Context: an optimization exercise on an open-source flow, tuned for a short achievable clock period and few clock cycles per item. The choices shown serve that exercise and are no tape-out recipe.
Function was checked by simulation only, so behaviour that the tests miss may differ from the original.
No driver is modelled on the clock port, so clock power and skew are understated where the tree is cut down; a real chip needs a root buffer or a tree.
Power figures rest on the tool's default switching activity, not on a simulated workload.

==> inputs of v11 <==
## primReplayTop
module primReplayTop (
   input  logic                    OSC_50_BANK6,
   input  logic                    rstN,
   input  logic                    hostReq,
   input  primTypesPkg::laneIdx_t  hostLane,
   input  primTypesPkg::primWord_t hostData,
   input  logic                    ctrlStart,
   input  logic                    startButtonN,
   input  logic                    rearmCmd,
   input  logic [3:0]              detectorUnderInit,
   input  logic                    txReady,
   output logic                    hostAck,
   output logic                    txValid,
   output primTypesPkg::primWord_t txData,
   output primTypesPkg::laneIdx_t  txLane,
   output primTypesPkg::laneMask_t refillIrq,
   output primTypesPkg::laneMask_t polling,
   output logic                    ECRST,
   output logic                    BCRST,
   output logic                    syncOut,
   output logic                    sysReady
);
==> flow/config.mk <==
export PLATFORM = sky130hd
export DESIGN_NAME = primReplayTop
export DESIGN_NICKNAME = primReplayTop
export VERILOG_FILES = /design/flow/design.v
export SDC_FILE = /design/flow/constraint.sdc
export NUM_CORES = 4
export LEC_CHECK = 0
export ABC_CLOCK_PERIOD_IN_PS = 1500
export CAP_MARGIN = 20
export CORE_MARGIN = 2
export CORE_UTILIZATION = 45
export SETUP_SLACK_MARGIN = 2.6
export SLEW_MARGIN = 20
==> flow/constraint.sdc <==
create_clock -name core_clock -period 5.0 [get_ports {OSC_50_BANK6}]
set_input_delay 1.0000 -clock core_clock [delete_from_list [all_inputs] [get_ports {OSC_50_BANK6}]]
set_output_delay 1.0000 -clock core_clock [all_outputs]
set_load 0.01 [all_outputs]
standard.sh (not shown) runs the stock make flow with config.mk's settings and CLKGATE_MAP_FILE= SYNTH_SCRIPT=/design/flow/synth_recipe.tcl, a recipe that flattens the netlist after the stock synthesis.
==> flow/flow/run.sh <==
#!/bin/bash
# The standard layout, with the clock tree built by pre_cts.tcl instead of
# TritonCTS, and the port buffers made buf_8 cells from the start (instead of
# the smallest buffer, which repair then has to grow). make's output goes to
# make_finish.log here; each ORFS step keeps its own log under orfs/logs.
set -euo pipefail
work=$(pwd)
bash standard.sh PRE_CTS_TCL="$work/flow/pre_cts.tcl" \
  BUFFER_PORTS_ARGS="-buffer_cell sky130_fd_sc_hd__buf_8" finish > "$work/make_finish.log" 2>&1
==> flow/flow/clock_plan.py <==
#!/usr/bin/env python3
"""Plan a clock tree bottom-up for pre_cts.tcl.

Usage: clock_plan.py sinks.txt plan.txt SPEC
sinks.txt holds 'index x y' lines (um). SPEC is a comma list of cell:fanout from the
leaf level up; the last level is the single root driver. Each level splits the loads
below it (sinks, or the drivers of the level below) into groups of near equal size by
recursive cuts across the longer side of their bounding box, and places a driver at
each group's centroid."""
import math
import sys


def bisect(pts, ids, k):
    if k <= 1:
        return [ids]
    xs = [pts[i][0] for i in ids]
    ys = [pts[i][1] for i in ids]
    axis = 0 if (max(xs) - min(xs)) >= (max(ys) - min(ys)) else 1
    order = sorted(ids, key=lambda i: pts[i][axis])
    k1 = k // 2
    n1 = int(round(len(ids) * k1 / k))
    return bisect(pts, order[:n1], k1) + bisect(pts, order[n1:], k - k1)


LEAF_SPAN = 140.0  # um: leaf groups wider than this (width plus height) are cut again


def narrow(pts, groups):
    out = []
    for g in groups:
        xs = [pts[i][0] for i in g]
        ys = [pts[i][1] for i in g]
        if len(g) > 1 and (max(xs) - min(xs)) + (max(ys) - min(ys)) > LEAF_SPAN:
            out += narrow(pts, bisect(pts, g, 2))
        else:
            out.append(g)
    return out


def main():
    ids, pts = [], []
    for line in open(sys.argv[1]):
        i, x, y = line.split()
        ids.append(i)
        pts.append((float(x), float(y)))
    spec = [(c, int(f)) for c, f in (s.split(":") for s in sys.argv[3].split(","))]
    weight = [1.0] * len(pts)
    below = [("sink", i) for i in ids]
    out = []
    for lvl, (cell, cap) in enumerate(spec):
        n = len(pts)
        k = 1 if lvl == len(spec) - 1 else max(1, math.ceil(n / cap))
        groups = bisect(pts, list(range(n)), k)
        if lvl == 0:
            groups = narrow(pts, groups)
        cen, wts = [], []
        for gi, g in enumerate(groups):
            w = sum(weight[m] for m in g)
            cx = sum(pts[m][0] * weight[m] for m in g) / w
            cy = sum(pts[m][1] * weight[m] for m in g) / w
            cen.append((cx, cy))
            wts.append(w)
            out.append(f"drv {lvl} {gi} {cell} {cx:.2f} {cy:.2f}")
            for m in g:
                out.append(f"load {lvl} {gi} {below[m][0]} {below[m][1]}")
        sizes = [len(g) for g in groups]
        print(f"level {lvl} {cell}: {len(groups)} drivers, fanout {min(sizes)}-{max(sizes)}")
        pts, weight = cen, wts
        below = [(f"L{lvl}", gi) for gi in range(len(groups))]
    with open(sys.argv[2], "w") as f:
        f.write("\n".join(out) + "\n")


main()
==> flow/flow/pre_cts.tcl <==
# Sourced by ORFS's cts.tcl before clock tree synthesis (PRE_CTS_TCL). Replaces
# TritonCTS's tree with a shallower one: clkbuf_16 leaf drivers over groups of
# flip-flops, fed by four levels of clkinv_16 (an even count, so the flip-flops
# see the clock's own polarity). Every flip-flop is the same number of cells from
# the clock port, and the groups at each level are of near equal size and placed
# at their loads' centroid, so the tree stays balanced.
set ::mycts_dir [file dirname [file normalize [info script]]]
set ::mycts_spec "clkbuf_16:20,clkinv_8:5,clkinv_16:5,clkinv_16:4,clkinv_16:0"

# Put each reset flip-flop that drives an output port (through its port buffer)
# next to that buffer, so the register-to-port paths are short. The detailed
# placement that follows in cts.tcl legalizes the moved cells.
proc pull_port_registers { } {
  set block [ord::get_db_block]
  set moved 0
  foreach bt [$block getBTerms] {
    if { [$bt getIoType] ne "OUTPUT" } { continue }
    set net [$bt getNet]
    if { $net eq "NULL" } { continue }
    set buf ""
    foreach it [$net getITerms] {
      if { [$it isOutputSignal] } { set buf [$it getInst] }
    }
    if { $buf eq "" } { continue }
    set in_net ""
    foreach it [$buf getITerms] {
      if { [$it isInputSignal] } { set in_net [$it getNet] }
    }
    if { $in_net eq "" || $in_net eq "NULL" } { continue }
    set reg ""
    foreach it [$in_net getITerms] {
      if { [$it isOutputSignal] } { set reg [$it getInst] }
    }
    if { $reg eq "" || ![[$reg getMaster] isSequential] } { continue }
    # Only the small control registers: the data registers' inputs come
    # from wide multiplexers that are better left where placement put them
    if { ![string match *dfrtp* [[$reg getMaster] getName]] } { continue }
    set bb [$buf getBBox]
    set w [[$reg getMaster] getWidth]
    set bx [$bb xMin]
    set by [$bb yMin]
    set core [$block getCoreArea]
    if { $bx - $w >= [$core xMin] } { set x [expr {$bx - $w}] } else { set x [$bb xMax] }
    $reg setLocation $x $by
    incr moved
  }
  puts "moved $moved port registers next to their port buffers"
}

proc my_clock_tree { args } {
  pull_port_registers
  set db [ord::get_db]
  set block [ord::get_db_block]
  set clk_src [lindex [get_property [lindex [all_clocks] 0] sources] 0]
  set clk_net [$block findNet [get_full_name $clk_src]]
  set dbu [$block getDbUnitsPerMicron]
  set tmp [file join $::env(RESULTS_DIR) clock_sinks.txt]
  set plan [file join $::env(RESULTS_DIR) clock_plan.txt]
  set f [open $tmp w]
  set sinks {}
  foreach it [$clk_net getITerms] {
    set inst [$it getInst]
    set box [$inst getBBox]
    set x [expr {([$box xMin] + [$box xMax]) / 2.0 / $dbu}]
    set y [expr {([$box yMin] + [$box yMax]) / 2.0 / $dbu}]
    puts $f "[llength $sinks] $x $y"
    lappend sinks $it
  }
  close $f
  puts [exec python3 [file join $::mycts_dir clock_plan.py] $tmp $plan $::mycts_spec]
  foreach it $sinks { $it disconnect }
  set pf [open $plan r]
  set lines [split [read $pf] "\n"]
  close $pf
  set nlev 0
  foreach line $lines {
    if { [lindex $line 0] ne "drv" } { continue }
    lassign $line kind lvl gi cell x y
    set master [$db findMaster sky130_fd_sc_hd__$cell]
    set name "clktree_l${lvl}_${gi}"
    set inst [odb::dbInst_create $block $master $name]
    $inst setLocation [expr {int($x * $dbu)}] [expr {int($y * $dbu)}]
    $inst setPlacementStatus PLACED
    set out [odb::dbNet_create $block "${name}_net"]
    $out setSigType CLOCK
    set opin [expr {[string match *inv* $cell] ? "Y" : "X"}]
    [$inst findITerm $opin] connect $out
    set drv_net($lvl,$gi) $out
    set drv_in($lvl,$gi) [$inst findITerm A]
    if { $lvl + 1 > $nlev } { set nlev [expr {$lvl + 1}] }
  }
  foreach line $lines {
    if { [lindex $line 0] ne "load" } { continue }
    lassign $line kind lvl gi what id
    if { $what eq "sink" } {
      [lindex $sinks $id] connect $drv_net($lvl,$gi)
    } else {
      $drv_in([string range $what 1 end],$id) connect $drv_net($lvl,$gi)
    }
  }
  $drv_in([expr {$nlev - 1}],0) connect $clk_net
  $clk_net setSigType CLOCK
  global_connect
  set_propagated_clock [all_clocks]
  puts "clock tree: $nlev levels, [llength $sinks] sinks"
}

rename clock_tree_synthesis tritoncts_clock_tree_synthesis
proc clock_tree_synthesis { args } { my_clock_tree }
==> v16: changes against v11 <==
--- a/flow/design.v
+++ b/flow/design.v
@@ -46,12 +46,10 @@
    logic                    ackN;        
    primTypesPkg::laneMask_t full;
    primTypesPkg::laneMask_t low;
    primTypesPkg::laneMask_t inc;
    primTypesPkg::fillLevel_t fill [5];
-   primTypesPkg::fillLevel_t fillUp [5];
-   primTypesPkg::fillLevel_t fillDown [5];
    assign laneOk = (hostLane < 5);
    assign room   = !laneOk || !full[hostLane];    
    assign accept   = hostReq && ackN && !clearActive && room;
    assign acceptOk = accept && laneOk;
    always_ff @(posedge OSC_50_BANK6 or negedge rstN) begin
@@ -85,19 +83,21 @@
    end
    for (genvar i = 0; i < 5; i++) begin : gFill
       assign inc[i]  = stgAcc && (stgLane == primTypesPkg::laneIdx_t'(i));
       assign full[i] = fill[i][5-1];    
       assign low[i]  = !fill[i][4] && !fill[i][3] && !(inc[i] && (&fill[i][2:0]));
-      assign fillUp[i]   = fill[i] + primTypesPkg::fillLevel_t'(inc[i]);
-      assign fillDown[i] = fillUp[i] - 1'b1;
       always_ff @(posedge OSC_50_BANK6 or negedge rstN) begin
          if (!rstN) begin
             fill[i] <= '0;
          end else if (clearActive) begin
             fill[i] <= '0;
          end else begin
-            fill[i] <= txDone[i] ? fillDown[i] : fillUp[i];
+            case ({inc[i], txDone[i]})
+               2'b10:   fill[i] <= fill[i] + 1'b1;
+               2'b01:   fill[i] <= fill[i] - 1'b1;
+               default: fill[i] <= fill[i];
+            endcase
          end
       end
    end
    assign burst = ctrlStart | ~startButtonN;    
    always_ff @(posedge OSC_50_BANK6 or negedge rstN) begin
@@ -175,114 +175,107 @@
    output primTypesPkg::laneIdx_t  txLane,
    output primTypesPkg::laneMask_t txDone,     
    input  logic                    acceptOk,
    input  primTypesPkg::laneIdx_t  hostLane,
    input  primTypesPkg::primWord_t hostData,
+   input  primTypesPkg::laneIdx_t  stgLane,
+   input  primTypesPkg::primWord_t stgData,
    output primTypesPkg::laneMask_t wrEn,
    output primTypesPkg::laneMask_t rdEn,
    input  logic [5-1:0][64-1:0] head,
    input  primTypesPkg::laneMask_t nonEmptyNext
 );
    primTypesPkg::laneMask_t selLane;    
+   logic      selStg;                   
    logic      selHost;                  
-   logic      nxValid;                  
-   primTypesPkg::primWord_t nxData;
-   primTypesPkg::laneIdx_t  nxLane;
-   logic      vldN;                     
+   logic      stgPend;                  
+   logic      take;                     
+   primTypesPkg::laneMask_t popLane;    
    logic      tCounted;                 
-   primTypesPkg::primWord_t tShData;
-   primTypesPkg::laneIdx_t  tShLane;
+   logic      skValid;                  
+   primTypesPkg::primWord_t skData;
+   primTypesPkg::laneIdx_t  skLane;
    logic      tFree;
-   logic      hold;
-   logic      nxLoad;
-   logic      ldIfAny;                  
-   primTypesPkg::laneMask_t popIfAny;   
-   primTypesPkg::laneMask_t popIfReady;    
-   logic      ldIfAnyNext;
-   primTypesPkg::laneMask_t popIfAnyNext;
-   primTypesPkg::laneMask_t popIfReadyNext;
-   logic      hostOk;
+   logic      vldN;                     
    logic      tValidNext;
-   logic      nxValidNext;
+   logic      hold;
    logic      stgPendNext;
    logic      anyNext;
+   logic      skValidNext;
+   logic      takeNext;
    primTypesPkg::laneMask_t selLaneNext;
-   primTypesPkg::laneMask_t wrEnNext;
    primTypesPkg::primWord_t srcData;
    primTypesPkg::laneIdx_t  srcLane;
+   logic      srcValid;
+   primTypesPkg::laneMask_t wrEnNext;
    primTypesPkg::primWord_t tIn;
    primTypesPkg::laneIdx_t  tInLane;
-   assign tFree  = vldN || txReady;
-   assign hold   = !vldN && !txReady;
-   assign hostOk = selHost && acceptOk;
-   assign nxLoad = ldIfAny || (!clearActive && txReady);
-   assign rdEn   = popIfAny | (popIfReady & {5{txReady}});
-   assign ldIfAnyNext    = !clearNext && (!nxValidNext || !tValidNext);
-   assign popIfAnyNext   = ldIfAnyNext ? selLaneNext : '0;
-   assign popIfReadyNext = clearNext ? '0 : selLaneNext;
-   always_ff @(posedge OSC_50_BANK6 or negedge rstN) begin
-      if (!rstN) begin
-         ldIfAny    <= 1'b1;    
-         popIfAny   <= '0;
-         popIfReady <= '0;
-      end else begin
-         ldIfAny    <= ldIfAnyNext;
-         popIfAny   <= popIfAnyNext;
-         popIfReady <= popIfReadyNext;
-      end
-   end
-   assign stgPendNext = acceptOk && !(selHost && nxLoad);
-   for (genvar i = 0; i < 5; i++) begin : gLane
-      assign wrEnNext[i] = stgPendNext && (hostLane == primTypesPkg::laneIdx_t'(i));
-      assign txDone[i]   = !vldN && txReady && tCounted && (tShLane == primTypesPkg::laneIdx_t'(i));
+   primTypesPkg::primWord_t tShData;
+   primTypesPkg::laneIdx_t  tShLane;
+   assign tFree = vldN || txReady;
+   assign hold  = !vldN && !txReady;
+   assign rdEn = popLane;
+   for (genvar i = 0; i < 5; i++) begin : gWr
+      assign wrEnNext[i] = stgPendNext && !(takeNext && !anyNext)
+                           && (hostLane == primTypesPkg::laneIdx_t'(i));
+      assign txDone[i] = !vldN && txReady && tCounted && (tShLane == primTypesPkg::laneIdx_t'(i));
    end
+   assign stgPendNext = acceptOk && !(take && selHost);
    always_comb begin
       selLaneNext = '0;
       for (int i = 5 - 1; i >= 0; i--) begin
          if (nonEmptyNext[i]) begin
             selLaneNext = primTypesPkg::laneMask_t'(1) << i;
          end
       end
    end
    assign anyNext = |nonEmptyNext;
-   always_ff @(posedge OSC_50_BANK6 or negedge rstN) begin
-      if (!rstN) begin
-         selLane <= '0;
-         selHost <= 1'b1;
-         wrEn    <= '0;
-      end else begin
-         selLane <= selLaneNext;
-         selHost <= !anyNext;
-         wrEn    <= wrEnNext;
-      end
-   end
    always_comb begin
       srcData = selHost ? hostData : '0;
       srcLane = selHost ? hostLane : '0;
+      if (selStg) begin
+         srcData = srcData | stgData;
+         srcLane = srcLane | stgLane;
+      end
       for (int i = 0; i < 5; i++) begin
          if (selLane[i]) begin
             srcData = srcData | head[i];
             srcLane = srcLane | primTypesPkg::laneIdx_t'(i);
          end
       end
    end
-   assign nxValidNext = !clearActive
-                        && (nxLoad ? ((|selLane) || (hostOk && !(tFree && !nxValid))) : nxValid);
+   assign srcValid = selHost ? acceptOk : 1'b1;
+   assign skValidNext = !clearActive && !tFree && (skValid || (take && srcValid));
+   assign takeNext    = !skValidNext && !clearNext;
    always_ff @(posedge OSC_50_BANK6 or negedge rstN) begin
       if (!rstN) begin
-         nxValid <= 1'b0;
+         selLane <= '0;
+         selStg  <= 1'b0;
+         selHost <= 1'b1;
+         stgPend <= 1'b0;
+         take    <= 1'b0;
+         popLane <= '0;
+         wrEn    <= '0;
+         skValid <= 1'b0;
       end else begin
-         nxValid <= nxValidNext;
+         selLane <= selLaneNext;
+         selStg  <= !anyNext && stgPendNext;
+         selHost <= !anyNext && !stgPendNext;
+         stgPend <= stgPendNext;
+         take    <= takeNext;
+         popLane <= takeNext ? selLaneNext : '0;
+         wrEn    <= wrEnNext;
+         skValid <= skValidNext;
       end
    end
    always_ff @(posedge OSC_50_BANK6) begin
-      if (nxLoad) begin
-         nxData <= srcData;
-         nxLane <= srcLane;
+      if (!skValid) begin
+         skData <= srcData;
+         skLane <= srcLane;
       end
    end
-   assign tValidNext = hold || (!clearActive && (nxValid || hostOk));
+   assign tValidNext = hold || (!clearActive && (skValid || (take && srcValid)));
    always_ff @(posedge OSC_50_BANK6 or negedge rstN) begin
       if (!rstN) begin
          txValid  <= 1'b0;
          vldN     <= 1'b1;
          tCounted <= 1'b0;
@@ -294,12 +287,12 @@
          end else if (tFree) begin
             tCounted <= 1'b1;
          end
       end
    end
-   assign tIn     = nxValid ? nxData : hostData;
-   assign tInLane = nxValid ? nxLane : hostLane;
+   assign tIn     = skValid ? skData : srcData;
+   assign tInLane = skValid ? skLane : srcLane;
    always_ff @(posedge OSC_50_BANK6) begin
       txData <= hold ? tShData : tIn;
       txLane <= hold ? tShLane : tInLane;
    end
    always_ff @(posedge OSC_50_BANK6 or negedge rstN) begin
@@ -493,10 +486,12 @@
       .txLane       (txLane),
       .txDone       (txDone),
       .acceptOk     (acceptOk),
       .hostLane     (hostLane),
       .hostData     (hostData),
+      .stgLane      (stgLane),
+      .stgData      (stgData),
       .wrEn         (wrEn),
       .rdEn         (rdEn),
       .head         (head),
       .nonEmptyNext (nonEmptyNext)
    );
==> flow/flow/run.sh (replaced) <==
#!/bin/bash
# The standard layout, with the clock tree built by pre_cts.tcl instead of TritonCTS.
# make's output goes to make_finish.log here; each ORFS step keeps its own log
# under orfs/logs.
set -euo pipefail
work=$(pwd)
bash standard.sh PRE_CTS_TCL="$work/flow/pre_cts.tcl" finish > "$work/make_finish.log" 2>&1
--- a/flow/flow/clock_plan.py
+++ b/flow/flow/clock_plan.py
@@ -21,25 +21,10 @@
     k1 = k // 2
     n1 = int(round(len(ids) * k1 / k))
     return bisect(pts, order[:n1], k1) + bisect(pts, order[n1:], k - k1)
 
 
-LEAF_SPAN = 140.0  # um: leaf groups wider than this (width plus height) are cut again
-
-
-def narrow(pts, groups):
-    out = []
-    for g in groups:
-        xs = [pts[i][0] for i in g]
-        ys = [pts[i][1] for i in g]
-        if len(g) > 1 and (max(xs) - min(xs)) + (max(ys) - min(ys)) > LEAF_SPAN:
-            out += narrow(pts, bisect(pts, g, 2))
-        else:
-            out.append(g)
-    return out
-
-
 def main():
     ids, pts = [], []
     for line in open(sys.argv[1]):
         i, x, y = line.split()
         ids.append(i)
@@ -50,12 +35,10 @@
     out = []
     for lvl, (cell, cap) in enumerate(spec):
         n = len(pts)
         k = 1 if lvl == len(spec) - 1 else max(1, math.ceil(n / cap))
         groups = bisect(pts, list(range(n)), k)
-        if lvl == 0:
-            groups = narrow(pts, groups)
         cen, wts = [], []
         for gi, g in enumerate(groups):
             w = sum(weight[m] for m in g)
             cx = sum(pts[m][0] * weight[m] for m in g) / w
             cy = sum(pts[m][1] * weight[m] for m in g) / w
--- a/flow/flow/pre_cts.tcl
+++ b/flow/flow/pre_cts.tcl
@@ -3,14 +3,14 @@
 # flip-flops, fed by four levels of clkinv_16 (an even count, so the flip-flops
 # see the clock's own polarity). Every flip-flop is the same number of cells from
 # the clock port, and the groups at each level are of near equal size and placed
 # at their loads' centroid, so the tree stays balanced.
 set ::mycts_dir [file dirname [file normalize [info script]]]
-set ::mycts_spec "clkbuf_16:20,clkinv_8:5,clkinv_16:5,clkinv_16:4,clkinv_16:0"
+set ::mycts_spec "clkbuf_16:26,clkinv_8:5,clkinv_16:5,clkinv_16:3,clkinv_16:0"
 
-# Put each reset flip-flop that drives an output port (through its port buffer)
-# next to that buffer, so the register-to-port paths are short. The detailed
+# Put each flip-flop that drives an output port (through its port buffer) next
+# to that buffer, so the register-to-port paths are short. The detailed
 # placement that follows in cts.tcl legalizes the moved cells.
 proc pull_port_registers { } {
   set block [ord::get_db_block]
   set moved 0
   foreach bt [$block getBTerms] {
@@ -30,13 +30,10 @@
     set reg ""
     foreach it [$in_net getITerms] {
       if { [$it isOutputSignal] } { set reg [$it getInst] }
     }
     if { $reg eq "" || ![[$reg getMaster] isSequential] } { continue }
-    # Only the small control registers: the data registers' inputs come
-    # from wide multiplexers that are better left where placement put them
-    if { ![string match *dfrtp* [[$reg getMaster] getName]] } { continue }
     set bb [$buf getBBox]
     set w [[$reg getMaster] getWidth]
     set bx [$bb xMin]
     set by [$bb yMin]
     set core [$block getCoreArea]
Settings changed: SETUP_SLACK_MARGIN 2.6 to 2.8.
==> comparison <==
- Of v16 and v11, v11 has the higher clock skew (gap 0.0077 ns).
- In v16 the first-iteration DRC count is smaller than in v11, by about 33%.
- Against v11, the design area of v16 is larger by 18%.
- Setup slack: v16 is lower than v11 (0.12 ns).
- Of v16 and v11, v11 has the higher clock power (gap 11%, measured against v11).
- Between v16 and v11, the lower utilization is in v11 (gap 1.3 points).
- Global-route usage: v16 is lower than v11 (4.9 points).
- Of v11 and v16, v11 has the higher sequential power (gap about 34%, measured against v16).
- In v16 the combinational power is lower than in v11, by about 55%.
- Cell count: v11 is lower than v16 (9.8%).
Testbench counts of v11, summed over its fixed seeds: cycles 23,760, items 9,584.
Testbench counts of v16, summed over its fixed seeds: cycles 23,760, items 9,584.
No run of this note takes its clock network from TritonCTS; it comes from the design's own scripts or RTL.

-- what the ideal ports hide --
No port has a modelled driver above. Below, the same layouts with a new extraction and two added sets of constraints.
Step 1 sets driving cells, clkbuf_16 on the clock port and buf_2 on the other inputs (assumed; they add their load-dependent delay and slew).
Step 2, shift: input delay + t, output delay - t, t = (earliest + latest rising clock arrival at the registers) / 2. This alone moves slack from input paths to output paths.
Three values: ideal ports, drivers, drivers and shift; two values: the first two.
| run | t, ns | slack for setup (ns) | slew at the worst register clock pin (ns) |
|---|---|---|---|
| v11 | 0.932 | 2.335 / 2.335 / 1.713 | 0.09 / 0.09 |
| v16 | 0.946 | 2.215 / 2.215 / 1.762 | 0.11 / 0.11 |
After both steps every run listed still meets setup and hold. The setup slack of v11, which loses most, moves by 0.000 ns with the drivers and by -0.622 ns with both steps.
